Context: an optimization exercise on an open-source flow, tuned for small area and few clock cycles per item. The choices shown serve that exercise and are no tape-out recipe.
The RTL was checked by simulation tests, not by an equivalence proof against the original design.
Power and IR drop assume default switching activity.

**flow/design.v**
```verilog
`timescale 1ns / 1ps
package lfd_pkg;
    localparam int SENSOR_COUNT = 3;
    localparam logic [1:0] OP_BYTE = 2'd0;
    localparam logic [1:0] OP_READ = 2'd1;
    localparam logic [1:0] OP_INFO = 2'd2;
    localparam logic [1:0] EV_NONE = 2'd0;
    localparam logic [1:0] EV_DATA = 2'd1;
    localparam logic [1:0] EV_RESP = 2'd2;
    localparam logic [1:0] EV_REJ  = 2'd3;
    localparam logic [7:0]  HDR_DATA   = 8'h59;
    localparam logic [7:0]  HDR_RESP   = 8'h5A;
    localparam logic [15:0] STR_SAT    = 16'hFFFF;
    localparam logic [31:0] BAUD_DEF   = 32'd115200;
    localparam logic [15:0] RATE_DEF   = 16'd100;
    localparam logic [15:0] THRESH_DEF = 16'd100;
    localparam logic [16:0] DIST_WEAK  = 17'h1FFFF;
    localparam logic [16:0] DIST_NONE  = 17'h1FFFE;
    localparam logic [3:0] K_REJ  = 4'd0;
    localparam logic [3:0] K_DATA = 4'd1;   
    localparam logic [3:0] K_VER  = 4'd2;   
    localparam logic [3:0] K_RATE = 4'd3;   
    localparam logic [3:0] K_BAUD = 4'd4;   
    localparam logic [3:0] K_H59  = 4'd5;
    localparam logic [3:0] K_H5A  = 4'd6;
    localparam logic [3:0] K_A07  = 4'd5;
    localparam logic [3:0] K_A06  = 4'd6;
    localparam logic [3:0] K_A08  = 4'd7;
    localparam logic [3:0] K_A05  = 4'd8;
    localparam logic [3:0] K_C05  = 4'd5;
    localparam logic [3:0] K_C10  = 4'd6;
    localparam logic [3:0] K_C02  = 4'd7;
    localparam logic [3:0] K_C07  = 4'd8;
    localparam logic [3:0] K_C22  = 4'd9;
    localparam logic [3:0] K_E65F1 = 4'd5;
    localparam logic [3:0] K_E66F2 = 4'd6;
    localparam logic [3:0] K_E67F3 = 4'd7;
    localparam logic [3:0] K_E6ED  = 4'd8;
    localparam logic [3:0] K_E6FN  = 4'd9;
    localparam logic [3:0] K_E60N  = 4'd10;
    localparam logic [3:0] K_E61N  = 4'd11;
    localparam logic [3:0] K_E66N  = 4'd12;
    localparam logic [3:0] K_E67N  = 4'd13;
    localparam logic [3:0] K_E70N  = 4'd14;
    localparam logic [3:0] K_F1   = 4'd5;
    localparam logic [3:0] K_F2   = 4'd6;
    localparam logic [3:0] K_F3   = 4'd7;
    localparam logic [3:0] K_DFLT = 4'd8;
    localparam logic [3:0] K_NOP  = 4'd9;
endpackage
`timescale 1ns / 1ps
module lfd_classify (
    input  logic [3:0]  pos,
    input  logic [3:0]  kind,
    input  logic [7:0]  sum,
    input  logic [7:0]  d,
    output logic [3:0]  kind_nxt,
    output logic [1:0]  ev,
    output logic        set_meas,
    output logic        set_ver,
    output logic        set_rate,
    output logic        set_baud,
    output logic        set_dflt,
    output logic        set_fmt,
    output logic [1:0]  fmt
);
    logic ck;
    assign ck = sum == d;
    always_comb
    begin
        kind_nxt = lfd_pkg::K_REJ;
        case (pos)
            4'd0:
                if (d == lfd_pkg::HDR_DATA) kind_nxt = lfd_pkg::K_H59;
                else if (d == lfd_pkg::HDR_RESP) kind_nxt = lfd_pkg::K_H5A;
            4'd1:
                if (kind == lfd_pkg::K_H59)
                begin
                    if (d == lfd_pkg::HDR_DATA) kind_nxt = lfd_pkg::K_DATA;
                end
                else if (kind == lfd_pkg::K_H5A)
                begin
                    case (d)
                        8'h07: kind_nxt = lfd_pkg::K_A07;
                        8'h06: kind_nxt = lfd_pkg::K_A06;
                        8'h08: kind_nxt = lfd_pkg::K_A08;
                        8'h05: kind_nxt = lfd_pkg::K_A05;
                        default: ;
                    endcase
                end
            4'd2:
                case (kind)
                    lfd_pkg::K_DATA: kind_nxt = lfd_pkg::K_DATA;
                    lfd_pkg::K_A07: if (d == 8'h01) kind_nxt = lfd_pkg::K_VER;
                    lfd_pkg::K_A06: if (d == 8'h03) kind_nxt = lfd_pkg::K_RATE;
                    lfd_pkg::K_A08: if (d == 8'h06) kind_nxt = lfd_pkg::K_BAUD;
                    lfd_pkg::K_A05:
                        case (d)
                            8'h05: kind_nxt = lfd_pkg::K_C05;
                            8'h10: kind_nxt = lfd_pkg::K_C10;
                            8'h02: kind_nxt = lfd_pkg::K_C02;
                            8'h07: kind_nxt = lfd_pkg::K_C07;
                            8'h22: kind_nxt = lfd_pkg::K_C22;
                            default: ;
                        endcase
                    default: ;
                endcase
            4'd3:
                case (kind)
                    lfd_pkg::K_DATA, lfd_pkg::K_VER, lfd_pkg::K_RATE, lfd_pkg::K_BAUD: kind_nxt = kind;
                    lfd_pkg::K_C05:
                        if (d == 8'h01) kind_nxt = lfd_pkg::K_E65F1;
                        else if (d == 8'h02) kind_nxt = lfd_pkg::K_E66F2;
                        else if (d == 8'h03) kind_nxt = lfd_pkg::K_E67F3;
                    lfd_pkg::K_C10:
                        if (d == 8'h00) kind_nxt = lfd_pkg::K_E6ED;
                        else if (d == 8'h01) kind_nxt = lfd_pkg::K_E6FN;
                    lfd_pkg::K_C02:
                        if (d == 8'h00) kind_nxt = lfd_pkg::K_E60N;
                        else if (d == 8'h01) kind_nxt = lfd_pkg::K_E61N;
                    lfd_pkg::K_C07:
                        if (d == 8'h00) kind_nxt = lfd_pkg::K_E66N;
                        else if (d == 8'h01) kind_nxt = lfd_pkg::K_E67N;
                    lfd_pkg::K_C22:
                        if (d == 8'h00) kind_nxt = lfd_pkg::K_E6FN;
                        else if (d == 8'h01) kind_nxt = lfd_pkg::K_E70N;
                    default: ;
                endcase
            4'd4:
                case (kind)
                    lfd_pkg::K_DATA, lfd_pkg::K_VER, lfd_pkg::K_RATE, lfd_pkg::K_BAUD: kind_nxt = kind;
                    lfd_pkg::K_E65F1: if (d == 8'h65) kind_nxt = lfd_pkg::K_F1;
                    lfd_pkg::K_E66F2: if (d == 8'h66) kind_nxt = lfd_pkg::K_F2;
                    lfd_pkg::K_E67F3: if (d == 8'h67) kind_nxt = lfd_pkg::K_F3;
                    lfd_pkg::K_E6ED:  if (d == 8'h6E) kind_nxt = lfd_pkg::K_DFLT;
                    lfd_pkg::K_E6FN:  if (d == 8'h6F) kind_nxt = lfd_pkg::K_NOP;
                    lfd_pkg::K_E60N:  if (d == 8'h60) kind_nxt = lfd_pkg::K_NOP;
                    lfd_pkg::K_E61N:  if (d == 8'h61) kind_nxt = lfd_pkg::K_NOP;
                    lfd_pkg::K_E66N:  if (d == 8'h66) kind_nxt = lfd_pkg::K_NOP;
                    lfd_pkg::K_E67N:  if (d == 8'h67) kind_nxt = lfd_pkg::K_NOP;
                    lfd_pkg::K_E70N:  if (d == 8'h70) kind_nxt = lfd_pkg::K_NOP;
                    default: ;
                endcase
            default:
                if ((kind == lfd_pkg::K_RATE && pos == 4'd5 || kind == lfd_pkg::K_VER && pos == 4'd6 ||
                     kind == lfd_pkg::K_BAUD && pos == 4'd7) && !ck)
                    kind_nxt = lfd_pkg::K_REJ;
                else
                    kind_nxt = kind;
        endcase
    end
    always_comb
    begin
        set_meas = kind == lfd_pkg::K_DATA && ck;
        set_ver  = kind == lfd_pkg::K_VER;
        set_rate = kind == lfd_pkg::K_RATE;
        set_baud = kind == lfd_pkg::K_BAUD;
        set_dflt = kind == lfd_pkg::K_DFLT;
        set_fmt  = kind == lfd_pkg::K_F1 || kind == lfd_pkg::K_F2 || kind == lfd_pkg::K_F3 || kind == lfd_pkg::K_DFLT;
        fmt      = {kind == lfd_pkg::K_F2 || kind == lfd_pkg::K_F3,
                    kind == lfd_pkg::K_F1 || kind == lfd_pkg::K_F3 || kind == lfd_pkg::K_DFLT};
        if (set_meas)
            ev = lfd_pkg::EV_DATA;
        else if (kind == lfd_pkg::K_REJ || kind == lfd_pkg::K_DATA)
            ev = lfd_pkg::EV_REJ;
        else
            ev = lfd_pkg::EV_RESP;
    end
endmodule
`timescale 1ns / 1ps
module lidar_frame_decoder_top (
    input  logic clk,
    input  logic rst_n,
    input  logic cfg_we,
    input  logic [15:0] cfg_wdata,
    input  logic        in_valid,
    output logic        in_ready,
    input  logic [1:0]  in_opcode,
    input  logic [1:0]  in_sensor,
    input  logic [7:0]  in_data,
    output logic        out_valid,
    input  logic        out_ready,
    output logic        out_error,
    output logic [1:0]  out_frame_event,
    output logic [16:0] out_distance,
    output logic [15:0] out_strength,
    output logic [15:0] out_temperature,
    output logic [23:0] out_version,
    output logic [15:0] out_frame_rate,
    output logic [31:0] out_baud_rate,
    output logic [1:0]  out_output_format,
    output logic [7:0]  out_response_count
);
    localparam int NS = lfd_pkg::SENSOR_COUNT;
    logic [15:0] thresh_reg;
    logic        req_valid;
    logic [1:0]  req_op, req_sens;
    logic [7:0]  req_data;
    logic [3:0]  pos_r   [NS];
    logic [3:0]  kind_r  [NS];
    logic [7:0]  sum_r   [NS];
    logic [47:0] fb_r    [NS];
    logic [15:0] rng_r   [NS];
    logic [15:0] str_r   [NS];
    logic [15:0] temp_r  [NS];
    logic        stale_r [NS];
    logic [23:0] ver_r   [NS];
    logic        ver_v   [NS];
    logic [15:0] rate_r  [NS];
    logic        rate_v  [NS];
    logic [31:0] baud_r  [NS];
    logic        baud_v  [NS];
    logic [1:0]  fmt_r   [NS];
    logic [7:0]  cnt_r   [NS];
    logic        cnt_v   [NS];
    logic fire;
    logic [NS-1:0] sel;
    logic is_byte, is_read, is_info, last;
    logic [3:0]  pos;
    logic [3:0]  kind, kind_nxt;
    logic [7:0]  sum;
    logic [15:0] rng, str, temp;
    logic        stale;
    logic [23:0] ver;
    logic [15:0] rate;
    logic [31:0] baud;
    logic [1:0]  fmt;
    logic [7:0]  cnt;
    logic [1:0] ev;
    logic set_meas, set_ver, set_rate, set_baud, set_dflt, set_fmt;
    logic [1:0] new_fmt;
    logic resp;
    assign in_ready = !req_valid || out_ready;
    assign fire = req_valid && out_ready;
    assign out_valid = req_valid;
    always_ff @(posedge clk or negedge rst_n)
    begin
        if (!rst_n)
            thresh_reg <= lfd_pkg::THRESH_DEF;
        else if (cfg_we)
            thresh_reg <= cfg_wdata;
    end
    always_ff @(posedge clk or negedge rst_n)
    begin
        if (!rst_n)
            req_valid <= 1'b0;
        else if (in_ready)
            req_valid <= in_valid;
    end
    always_ff @(posedge clk)
    begin
        if (in_ready && in_valid)
            {req_op, req_sens, req_data} <= {in_opcode, in_sensor, in_data};
    end
    always_comb
    begin
        for (int s = 0; s < NS; s++)
            sel[s] = req_sens == 2'(s);
        pos = '0; kind = '0; sum = '0; rng = '0; str = '0; temp = '0; stale = 1'b0;
        ver = '0; rate = '0; baud = '0; fmt = '0; cnt = '0;
        for (int s = 0; s < NS; s++)
        begin
            if (sel[s])
            begin
                pos = pos_r[s];
                kind = kind_r[s];
                sum = sum_r[s];
                rng = rng_r[s];
                str = str_r[s];
                temp = temp_r[s];
                stale = stale_r[s];
                ver = ver_v[s] ? ver_r[s] : 24'd0;
                rate = rate_v[s] ? rate_r[s] : lfd_pkg::RATE_DEF;
                baud = baud_v[s] ? baud_r[s] : lfd_pkg::BAUD_DEF;
                fmt = fmt_r[s];
                cnt = cnt_v[s] ? cnt_r[s] : 8'd0;
            end
        end
    end
    assign is_byte = req_op == lfd_pkg::OP_BYTE;
    assign is_read = req_op == lfd_pkg::OP_READ;
    assign is_info = req_op == lfd_pkg::OP_INFO;
    assign last = pos[3];
    lfd_classify u_classify (
        .pos(pos), .kind(kind), .sum(sum), .d(req_data), .kind_nxt(kind_nxt), .ev(ev),
        .set_meas(set_meas), .set_ver(set_ver), .set_rate(set_rate), .set_baud(set_baud),
        .set_dflt(set_dflt), .set_fmt(set_fmt), .fmt(new_fmt)
    );
    assign resp = ev == lfd_pkg::EV_RESP;
    logic good;
    assign good = str >= thresh_reg && str != lfd_pkg::STR_SAT;
    always_comb
    begin
        out_error = !sel[0] && !sel[1] && !sel[2];
        out_frame_event = (!out_error && is_byte && last) ? ev : lfd_pkg::EV_NONE;
        out_distance = '0;
        out_strength = '0;
        out_temperature = '0;
        if (!out_error && is_read)
        begin
            if (stale)
                out_distance = lfd_pkg::DIST_NONE;
            else if (good)
            begin
                out_distance = {1'b0, rng};
                out_strength = str;
                out_temperature = temp;
            end
            else
                out_distance = lfd_pkg::DIST_WEAK;
        end
        out_version = '0;
        out_frame_rate = '0;
        out_baud_rate = '0;
        out_output_format = '0;
        out_response_count = '0;
        if (!out_error && is_info)
        begin
            out_version = ver;
            out_frame_rate = rate;
            out_baud_rate = baud;
            out_output_format = fmt;
            out_response_count = cnt;
        end
    end
    logic [NS-1:0] wr, wr_byte, wr_last;
    always_comb
    begin
        for (int s = 0; s < NS; s++)
        begin
            wr[s] = fire && sel[s];
            wr_byte[s] = wr[s] && is_byte;
            wr_last[s] = wr_byte[s] && last;
        end
    end
    genvar g;
    generate
        for (g = 0; g < NS; g++)
        begin : g_sens
            always_ff @(posedge clk or negedge rst_n)
            begin
                if (!rst_n)
                begin
                    pos_r[g] <= '0;
                    stale_r[g] <= 1'b1;
                    ver_v[g] <= 1'b0;
                    rate_v[g] <= 1'b0;
                    baud_v[g] <= 1'b0;
                    fmt_r[g] <= '0;
                    cnt_v[g] <= 1'b0;
                end
                else
                begin
                    if (wr_byte[g])
                        pos_r[g] <= last ? 4'd0 : pos + 4'd1;
                    if (wr[g] && is_read)
                        stale_r[g] <= 1'b1;
                    else if (wr_last[g] && set_meas)
                        stale_r[g] <= 1'b0;
                    if (wr_last[g] && set_ver)
                        ver_v[g] <= 1'b1;
                    if (wr_last[g] && set_rate)
                        rate_v[g] <= 1'b1;
                    else if (wr_last[g] && set_dflt)
                        rate_v[g] <= 1'b0;
                    if (wr_last[g] && set_baud)
                        baud_v[g] <= 1'b1;
                    else if (wr_last[g] && set_dflt)
                        baud_v[g] <= 1'b0;
                    if (wr_last[g] && set_fmt)
                        fmt_r[g] <= new_fmt;
                    if (wr[g] && is_info)
                        cnt_v[g] <= 1'b0;
                    else if (wr_last[g] && resp)
                        cnt_v[g] <= 1'b1;
                end
            end
            always_ff @(posedge clk)
            begin
                if (wr_byte[g])
                begin
                    fb_r[g] <= {fb_r[g][39:0], req_data};
                    kind_r[g] <= kind_nxt;
                    sum_r[g] <= (pos == 4'd0 ? 8'd0 : sum) + req_data;
                end
                if (wr_last[g] && set_meas)
                    {rng_r[g], str_r[g], temp_r[g]} <= {fb_r[g][39:32], fb_r[g][47:40],
                                                        fb_r[g][23:16], fb_r[g][31:24],
                                                        fb_r[g][7:0],   fb_r[g][15:8]};
                if (wr_last[g] && set_ver)
                    ver_r[g] <= {fb_r[g][23:16], fb_r[g][31:24], fb_r[g][39:32]};
                if (wr_last[g] && set_rate)
                    rate_r[g] <= {fb_r[g][31:24], fb_r[g][39:32]};
                if (wr_last[g] && set_baud)
                    baud_r[g] <= {fb_r[g][15:8], fb_r[g][23:16], fb_r[g][31:24], fb_r[g][39:32]};
                if (wr_last[g] && resp)
                    cnt_r[g] <= cnt + 8'd1;
            end
        end
    endgenerate
endmodule
```
**flow/run.sh**
```bash
#!/bin/bash
# synth_recipe.tcl (not shown) runs the flow's synth.tcl, then flattens the netlist and writes it again
# the make line also repeats each setting of config.mk as NAME=value (left out here)
make -C /OpenROAD-flow-scripts/flow DESIGN_CONFIG=/design/flow/config.mk WORK_HOME=/design/flow/orfs CLKGATE_MAP_FILE= SYNTH_SCRIPT=/design/flow/synth_recipe.tcl finish
```
**flow/config.mk**
```make
export PLATFORM = sky130hd
export DESIGN_NAME = lidar_frame_decoder_top
export DESIGN_NICKNAME = lidar_frame_decoder_top
export VERILOG_FILES = /design/flow/design.v
export SDC_FILE = /design/flow/constraint.sdc
export NUM_CORES = 4
export LEC_CHECK = 0
export ABC_AREA = 1
export CAP_MARGIN = 0
export CORE_MARGIN = 2
export CORE_UTILIZATION = 40
export CTS_BUF_LIST = sky130_fd_sc_hd__clkbuf_4
export SLEW_MARGIN = 0
```
**flow/constraint.sdc**
```tcl
create_clock -name core_clock -period 8.0 [get_ports {clk}]
set_input_delay 1.6000 -clock core_clock [delete_from_list [all_inputs] [get_ports {clk}]]
set_output_delay 1.6000 -clock core_clock [all_outputs]
set_load 0.01 [all_outputs]
```
==> flow_metrics.env, run 1 <==
export IMPL_top_regs="fb_r (144), baud_r (96), ver_r (72)"
export IMPL_wl_mm=75.2
export IMPL_post_route_period_util=0.964
export IMPL_critPathSlowestCell="o211ai_1"
export IMPL_antenna_left=0
export IMPL_synth_area_um2=25200
export IMPL_synth_edf_count=576
export IMPL_wl_per_cell_um=23.1
export IMPL_slew_headroom=0.206
export IMPL_tightest_slew_ns=1.19
export IMPL_place_congestion=1.00
export IMPL_drive_above_1_share=0.151
export IMPL_maxCapViolCount=0
export IMPL_grt_overflow=0
export IMPL_cts_tree="yes"
export IMPL_worstHoldStart="fb_r[0][44]"
export IMPL_avgSynthCellArea_um2=12.6
export IMPL_clock_latency_ns=1.04
export IMPL_postLayoutCoreUtil=0.481
export IMPL_leakage_nw=11.4
export IMPL_synth_flop_cell="edfxtp_1"
export IMPL_io_buffers=168
export IMPL_drc=0
export IMPL_clock_sinks=626
export IMPL_max_stage_delay_ns=0.91
export IMPL_track_usage=0.234
export IMPL_yosys_warnings=19
export IMPL_regMostFlops="fb_r"
export IMPL_cts_max_level=4
export IMPL_antenna_found_initial=4
export IMPL_path_common_cell="nand3_1"
export IMPL_fp_dieW_um=255
export IMPL_nets=2357
export IMPL_endpoint_kind="primary output"
export IMPL_finalSetupViolCount=0
export IMPL_hold_class="register to register"
export IMPL_regArea_um2=18600
export IMPL_fmax_ghz=0.130
export IMPL_critPathLaunchType="register"
export IMPL_cts_hold_fix_buffers=0
export IMPL_dieArea_um2=65000
export IMPL_clkTransAtPathRegs_ns=0.06
export IMPL_multi_input_area_um2=5640
export IMPL_grt_pass1_vias=17300
export IMPL_ys_types=50
export IMPL_grt_pass1_wl_mm=109
export IMPL_finalSetupTns_ns=0
export IMPL_vias_per_cell=5.29
export IMPL_worstSetupPathType="register to primary output"
export IMPL_rsz0062_at_grt="false"
export IMPL_fillers=5675
export IMPL_die_h_um=255
export IMPL_numCtsBuffers=161
export IMPL_power_density_nw_per_um2=232
export IMPL_arrival_ns=6.11
export IMPL_cts_root_buf="clkbuf_4"
export IMPL_finalHoldViolCount=0
export IMPL_cp_max_fo=33
export IMPL_dp_hpwl_mm=48.7
export IMPL_boundaryPins=169
export IMPL_syn_inst=2001
export IMPL_cts_resized=0
export IMPL_ys_ff_latch=626
export IMPL_synth_nets=2063
export IMPL_syn_to_final_growth_pct=19.5
export IMPL_synth_async_sr_flop_share=0.0799
export IMPL_startpoint="req_sens[0]"
export IMPL_dr_total_vias=17200
export IMPL_slew_violations=0
export IMPL_grt_max_degree=65
export IMPL_clk_path_buf_depth=3
export IMPL_path_cells="inv_2 -> nand2_2 -> o211ai_1 -> inv_1 -> ha_1 -> nand2_1 -> inv_1 -> nand3_1 -> nor3_1 -> nand3_1 -> nand3_1 -> nand2_1 -> buf_4 -> nor3_1 -> clkdlybuf4s50_1"
export IMPL_ys_seq_area_frac=0.736
export IMPL_status="no timing/DRC/antenna violations"
export IMPL_rows=92
export IMPL_ir_worst_vdd_uv=137
export IMPL_largest_reg_flops=144
export IMPL_fin_crit_ns=7.71
export IMPL_start_util=0.402
export IMPL_timing_rr_start="req_sens[0]"
export IMPL_crit_required_ns=6.40
export IMPL_core_area_um2=62600
export IMPL_first_pass_iters=5
export IMPL_clock_skew_ns=0.0726
export IMPL_drt_iter0_markers=1549
export IMPL_post_cts_setup_buffers=0
## critical path, delay by kind of cell, from the launching register on
kind	cells	cell delay (ns)
adder cells (fa/ha/maj)	1	0.35
AO/OA/AOI/OAI	1	0.91
AND/OR/NAND/NOR	8	1.78
flip-flops	1	0.65
buffers and inverters	5	1.44
## power by group
part	switching (mW)	total, mW	leakage (nW)	internal, mW
logic	0.316	0.473	4.36	0.157
registers	0.0284	3.62	5.74	3.59
clock network	1.28	2.90	1.27	1.62
## routing by layer
metal,global-route usage,vias up,routed length (µm)
met3,0.0507,139,5040
met1,0.292,8525,30100
li1,-,7772,-
met2,0.387,782,36800
met5,0,-,0
met4,0.118,0,3220
## cells in the final DEF, fill, tap and decap left out, types with 3 or more instances in the layout
cell               n
a21oi_1           60
a221oi_1          25
a22o_1             5
a22oi_1            4
a311oi_1          15
a31o_2             7
a32oi_1           29
buf_4             38
bufinv_16          7
clkbuf_4         248
clkdlybuf4s50_1  167
clkinv_1           9
clkinvlp_4         3
dfrtp_1           44
dfstp_2            6
diode_2            6
edfxtp_1         576
ha_1              28
inv_1            185
inv_2             10
nand2_1          476
nand2_2            6
nand3_1          113
nand4_1           10
nor2_1           112
nor2_2             9
nor2_4            10
nor3_1            57
o211ai_1          17
o21ai_0           56
o21ai_1            4
o221ai_1           3
o22a_1             3
o22ai_1            6
o311ai_0           3
or2_2             10
xnor2_1            6
xor2_1            13
## Yosys cell counts (11+ instances only)
cell / instances / area [µm²]
clkbuf_1: 43 / 161
nand3_1: 113 / 566
inv_1: 188 / 706
ha_1: 28 / 350
xor2_1: 13 / 114
nor3_1: 57 / 285
buf_2: 16 / 80.1
nor2_1: 121 / 454
buf_1: 11 / 41.3
a221oi_1: 25 / 219
nand2_1: 476 / 1790
a32oi_1: 29 / 254
a21oi_1: 60 / 300
dfrtp_1: 44 / 1100
o211ai_1: 17 / 128
o21ai_0: 56 / 280
a311oi_1: 15 / 131
edfxtp_1: 576 / 17300
## kinds of logic after synthesis
group	count (synthesis)	share of synthesized area
xor+xnor	19	0.00660
fa+ha+maj	29	0.0147
compound gates	243	0.0647
mux	1	0.000447
simple gates	812	0.135
buf+inv	271	0.0424
flops	626	0.736
## worst paths after layout
check	to	slack (ns)	cells past startpoint
min in group asynchronous	thresh_reg[12]	0.69	2
max in group asynchronous	pos_r[0][0]	6.76	2
worst min-delay path	rng_r[0][4]	0.41	0
worst max-delay path	out_strength[3]	0.29	15
worst max register to register	str_r[2][0]	3.20	10
worst min register to register	rng_r[0][4]	0.41	0
## per-stage QoR
| stage | hold slack [ns] | instance area [µm²] | power [mW] | setup WS, ns | instances |
|---|---|---|---|---|---|
| 2_1_floorplan | 0.400 | 25200 | 3.95 | 0.805 | 2001 |
| 3_3_place_gp | 0.401 | 28000 | 4.15 | 1.41 | 2978 |
| 3_5_place_dp | 0.405 | 28000 | 4.16 | 1.33 | 2978 |
| 4_1_cts | 0.407 | 30100 | 7.04 | 0.280 | 3249 |
| 5_1_grt | 0.424 | 30100 | 7.27 | 0.0326 | 3251 |
| 6_report | 0.414 | 30100 | 6.99 | 0.290 | 3255 |
## final cells by class
type,count,area share
Antenna cell,6,0.000498
Clock buffer,248,0.0618
Clock inverter,23,0.00976
Inverter,196,0.0245
Multi-Input combinational cell,1104,0.187
Sequential cell,626,0.616
Tap cell,846,0.0351
Timing Repair Buffer,206,0.0651
Testbench counts, summed over its fixed seeds: cycles 19,240, items 19,232.
==> run 2, diff against run 1 <==
--- a/flow/config.mk
+++ b/flow/config.mk
@@ -7,7 +7,5 @@
 export LEC_CHECK = 0
-export ABC_AREA = 1
-export CAP_MARGIN = 0
+export CAP_MARGIN = 20
 export CORE_MARGIN = 2
 export CORE_UTILIZATION = 40
-export CTS_BUF_LIST = sky130_fd_sc_hd__clkbuf_4
-export SLEW_MARGIN = 0
+export SLEW_MARGIN = 20
==> flow_metrics.env, run 2 <==
export IMPL_status="no timing/DRC/antenna violations"
export IMPL_clock_latency_ns=0.61
export IMPL_grt_max_degree=110
export IMPL_ys_types=83
export IMPL_highest_layer="met4"
export IMPL_postLayoutCoreUtil=0.481
export IMPL_first_pass_iters=5
export IMPL_vias_per_cell=5.56
export IMPL_most_common_layout_cells="edfxtp_1, clkdlybuf4s50_1, nor2_1"
export IMPL_cts_root_buf="clkbuf_16"
export IMPL_timing_rr_start="req_sens[0]"
export IMPL_clock_sinks=626
export IMPL_slew_headroom=0.274
export IMPL_synth_compound_area_frac=0.103
export IMPL_yosysTopAreaCell="edfxtp_1"
export IMPL_placed_area_um2=28000
export IMPL_crit_required_ns=6.40
export IMPL_ir_worst_vdd_uv=186
export IMPL_io_buffers=168
export IMPL_grt_pass1_vias=15800
export IMPL_met2_length_mm=33.2
export IMPL_boundaryPins=169
export IMPL_drive_above_1_share=0.106
export IMPL_ys_seq_area_frac=0.730
export IMPL_rows=92
export IMPL_leakage_nw=9.93
export IMPL_r2r_cells=16
export IMPL_place_congestion=0.853
export IMPL_critPathSlowestCell="buf_4"
export IMPL_synthTopCellsByCount="edfxtp_1, nor2_1, nand2_1"
export IMPL_hold_class="register to register"
export IMPL_power_density_nw_per_um2=235
export IMPL_dp_hpwl_mm=43.2
export IMPL_clock_skew_ns=0.0201
export IMPL_largest_reg_flops=144
export IMPL_crit_buf_inv=5
export IMPL_synth_top_family_by_area="compound AO/OA/AOI/OAI gates"
export IMPL_synth_simple_gate_area_frac=0.0896
export IMPL_antenna_found_initial=1
export IMPL_drc=0
export IMPL_final_common_cell="edfxtp_1"
export IMPL_slew_violations=0
export IMPL_fin_crit_ns=6.74
export IMPL_post_route_period_util=0.842
export IMPL_cts_resized=0
export IMPL_top_regs="fb_r (144), baud_r (96), ver_r (72)"
export IMPL_cts_max_level=3
export IMPL_finalSetupViolCount=0
export IMPL_fp_dieW_um=256
export IMPL_cts_hold_fix_buffers=0
export IMPL_finalInstanceArea_um2=30300
export IMPL_dieArea_um2=65600
export IMPL_die_h_um=256
export IMPL_r2r_slack_ns=2.96
export IMPL_syn_inst=1737
export IMPL_startpoint="req_sens[0]"
export IMPL_clk_path_buf_depth=3
export IMPL_start_util=0.404
export IMPL_synth_flop_cell="edfxtp_1"
export IMPL_max_stage_delay_ns=0.75
export IMPL_synth_nets=1799
export IMPL_clkTransAtPathRegs_ns=0.06
export IMPL_worstHoldPathCells=0
export IMPL_cts_tree="yes"
export IMPL_finalSetupTns_ns=0
export IMPL_rsz0062_at_grt="false"
export IMPL_path_delay_family="buffers and inverters"
export IMPL_wl_per_cell_um=24.6
export IMPL_wl_mm=69.2
export IMPL_regMostFlops="fb_r"
export IMPL_path_common_cell="buf_4"
export IMPL_pre_cts_slack_ns=1.95
export IMPL_regArea_um2=18600
export IMPL_arrival_ns=5.13
export IMPL_drt_iter0_markers=1617
export IMPL_crit_path_end="out_baud_rate[30]"
export IMPL_maxCapViolCount=0
export IMPL_antenna_cells=0
export IMPL_grt_pass1_wl_mm=103
export IMPL_fmax_ghz=0.148
export IMPL_synthAdderAreaFrac=0.0146
export IMPL_path_depth=10
export IMPL_synth_async_sr_flop_share=0.0799
export IMPL_fillers=5412
export IMPL_worstSetupPathType="register to primary output"
export IMPL_cp_max_fo=71
export IMPL_synth_top_area_share=0.681
export IMPL_finalHoldViolCount=0
export IMPL_nets=1976
export IMPL_post_cts_setup_buffers=0
export IMPL_wl_met3_mm=5.29
export IMPL_setup_slack_ns=1.27
export IMPL_tightest_slew_ns=1.09
export IMPL_avgSynthCellArea_um2=14.6
export IMPL_track_usage=0.210
export IMPL_critPathLaunchType="register"
export IMPL_r2r_end="sum_r[1][7]"
export IMPL_core_area_um2=63000
export IMPL_synth_mux_area_frac=0.0308
export IMPL_antenna_left=0
export IMPL_yosysMostFrequentCell="edfxtp_1"
export IMPL_endpoint_kind="primary output"
export IMPL_multi_input_area_um2=6280
export IMPL_syn_to_final_growth_pct=19.1
export IMPL_synth_area_leaders="edfxtp_1, dfrtp_1, mux2i_1"
export IMPL_ys_ff_latch=626
export IMPL_grt_overflow=0
export IMPL_yosys_warnings=19
export IMPL_path_cells="buf_4 -> buf_4 -> clkinv_1 -> nor3_4 -> buf_4 -> a22oi_1 -> nor2_1 -> a31oi_1 -> nor2_1 -> clkdlybuf4s50_1"
export IMPL_dr_total_vias=15600
export IMPL_numCtsBuffers=68
export IMPL_synth_xor_area_frac=0.00689
export IMPL_drt_met1_wl_mm=29.3
export IMPL_synth_area_um2=25400
export IMPL_synth_edf_count=576
export IMPL_worstHoldStart="fb_r[1][43]"
## run 2: cell count changes after synthesis, moves of 41 or more
cell and change:
nand2_1 -366, inv_1 -151, nand3_1 -90, mux2i_1 +60, a22oi_1 +55, nor3_1 -41
## run 2: worst min-delay path by stage
stage                              to
final                     rng_r[1][3]
after global routing      rng_r[2][6]
after CTS                 rng_r[1][3]
after detailed placement  rng_r[1][1]
after global placement    rng_r[0][5]
after floorplan           rng_r[0][0]
## run 2: cells by family (layout without fill, tap and decap cells)
group | after synthesis | after routing
DFF | 626 | 626
and+or+nand+nor | 455 | 455
AOI/OAI and AO/OA | 392 | 392
buffers and inverters | 139 | 369
muxes | 76 | 76
adders and majority gates | 29 | 29
xor gates and xnor gates | 20 | 20
## run 2: stage by stage
| step | cells | hold WS [ns] | total power [mW] |
|---|---|---|---|
| 2_1_floorplan | 1737 | 0.400 | 3.93 |
| 3_3_place_gp | 2689 | 0.401 | 4.06 |
| 6_report | 2813 | 0.412 | 7.12 |
| 3_5_place_dp | 2690 | 0.405 | 4.07 |
| 5_1_grt | 2813 | 0.424 | 7.34 |
| 4_1_cts | 2813 | 0.412 | 7.18 |
## run 2: per-layer routing
metal,vias up,global-route usage
li1,6999,-
met1,7885,0.288
met2,677,0.341
met3,88,0.0408
met4,0,0.0572
met5,-,0
## run 2: layout make-up
class                   count  share of cell area
flip-flops and latches    626               0.613
multi-input cells         972               0.208
repair buffers            205              0.0657
clock buffers              86              0.0591
well taps                 846              0.0350
clock inverters            37              0.0143
inverters                  41             0.00509
## run 2: power breakdown
part,switching [mW],internal (mW)
Clock,1.28,1.83
Sequential,0.0271,3.59
Combinational,0.248,0.142
Total,1.56,5.56
## run 2: worst reg2reg max path, delay by kind of cell, from the launching register on
family          cells  cell delay, ns
fa+ha+maj           2            0.56
flops               1            0.33
simple gates        2            0.68
xor+xnor            1            0.28
buf+inv             4            1.62
compound gates      7            1.35

==> port drivers added, routing unchanged <==
How much do the figures lean on ideal ports? The routed layouts below were timed once more, with nothing changed but the port constraints.
Step 1: set_driving_cell puts a clkbuf_16 on clk and a buf_2 on each other input, an assumption about the parent block.
Step 2 also shifts input and output timing later by t, the mid clock arrival at the registers, as if the neighbouring blocks saw the same clock.
Slacks: ideal / step 1 / step 2; pairs: ideal / step 1.
run | t, ns | setup slack, ns | worst hold slack (ns) | worst slew at a driven data input, ns | pins driven straight from the clock port
run 1 | 1.062 | 0.290 / 0.231 / 1.293 | 0.414 / 0.414 / 0.414 | 0.04 | 1
run 2 | 0.661 | 1.265 / 1.206 / 1.867 | 0.412 / 0.412 / 0.412 | 0.04 | 1
After both steps setup and hold are still met in every run listed.
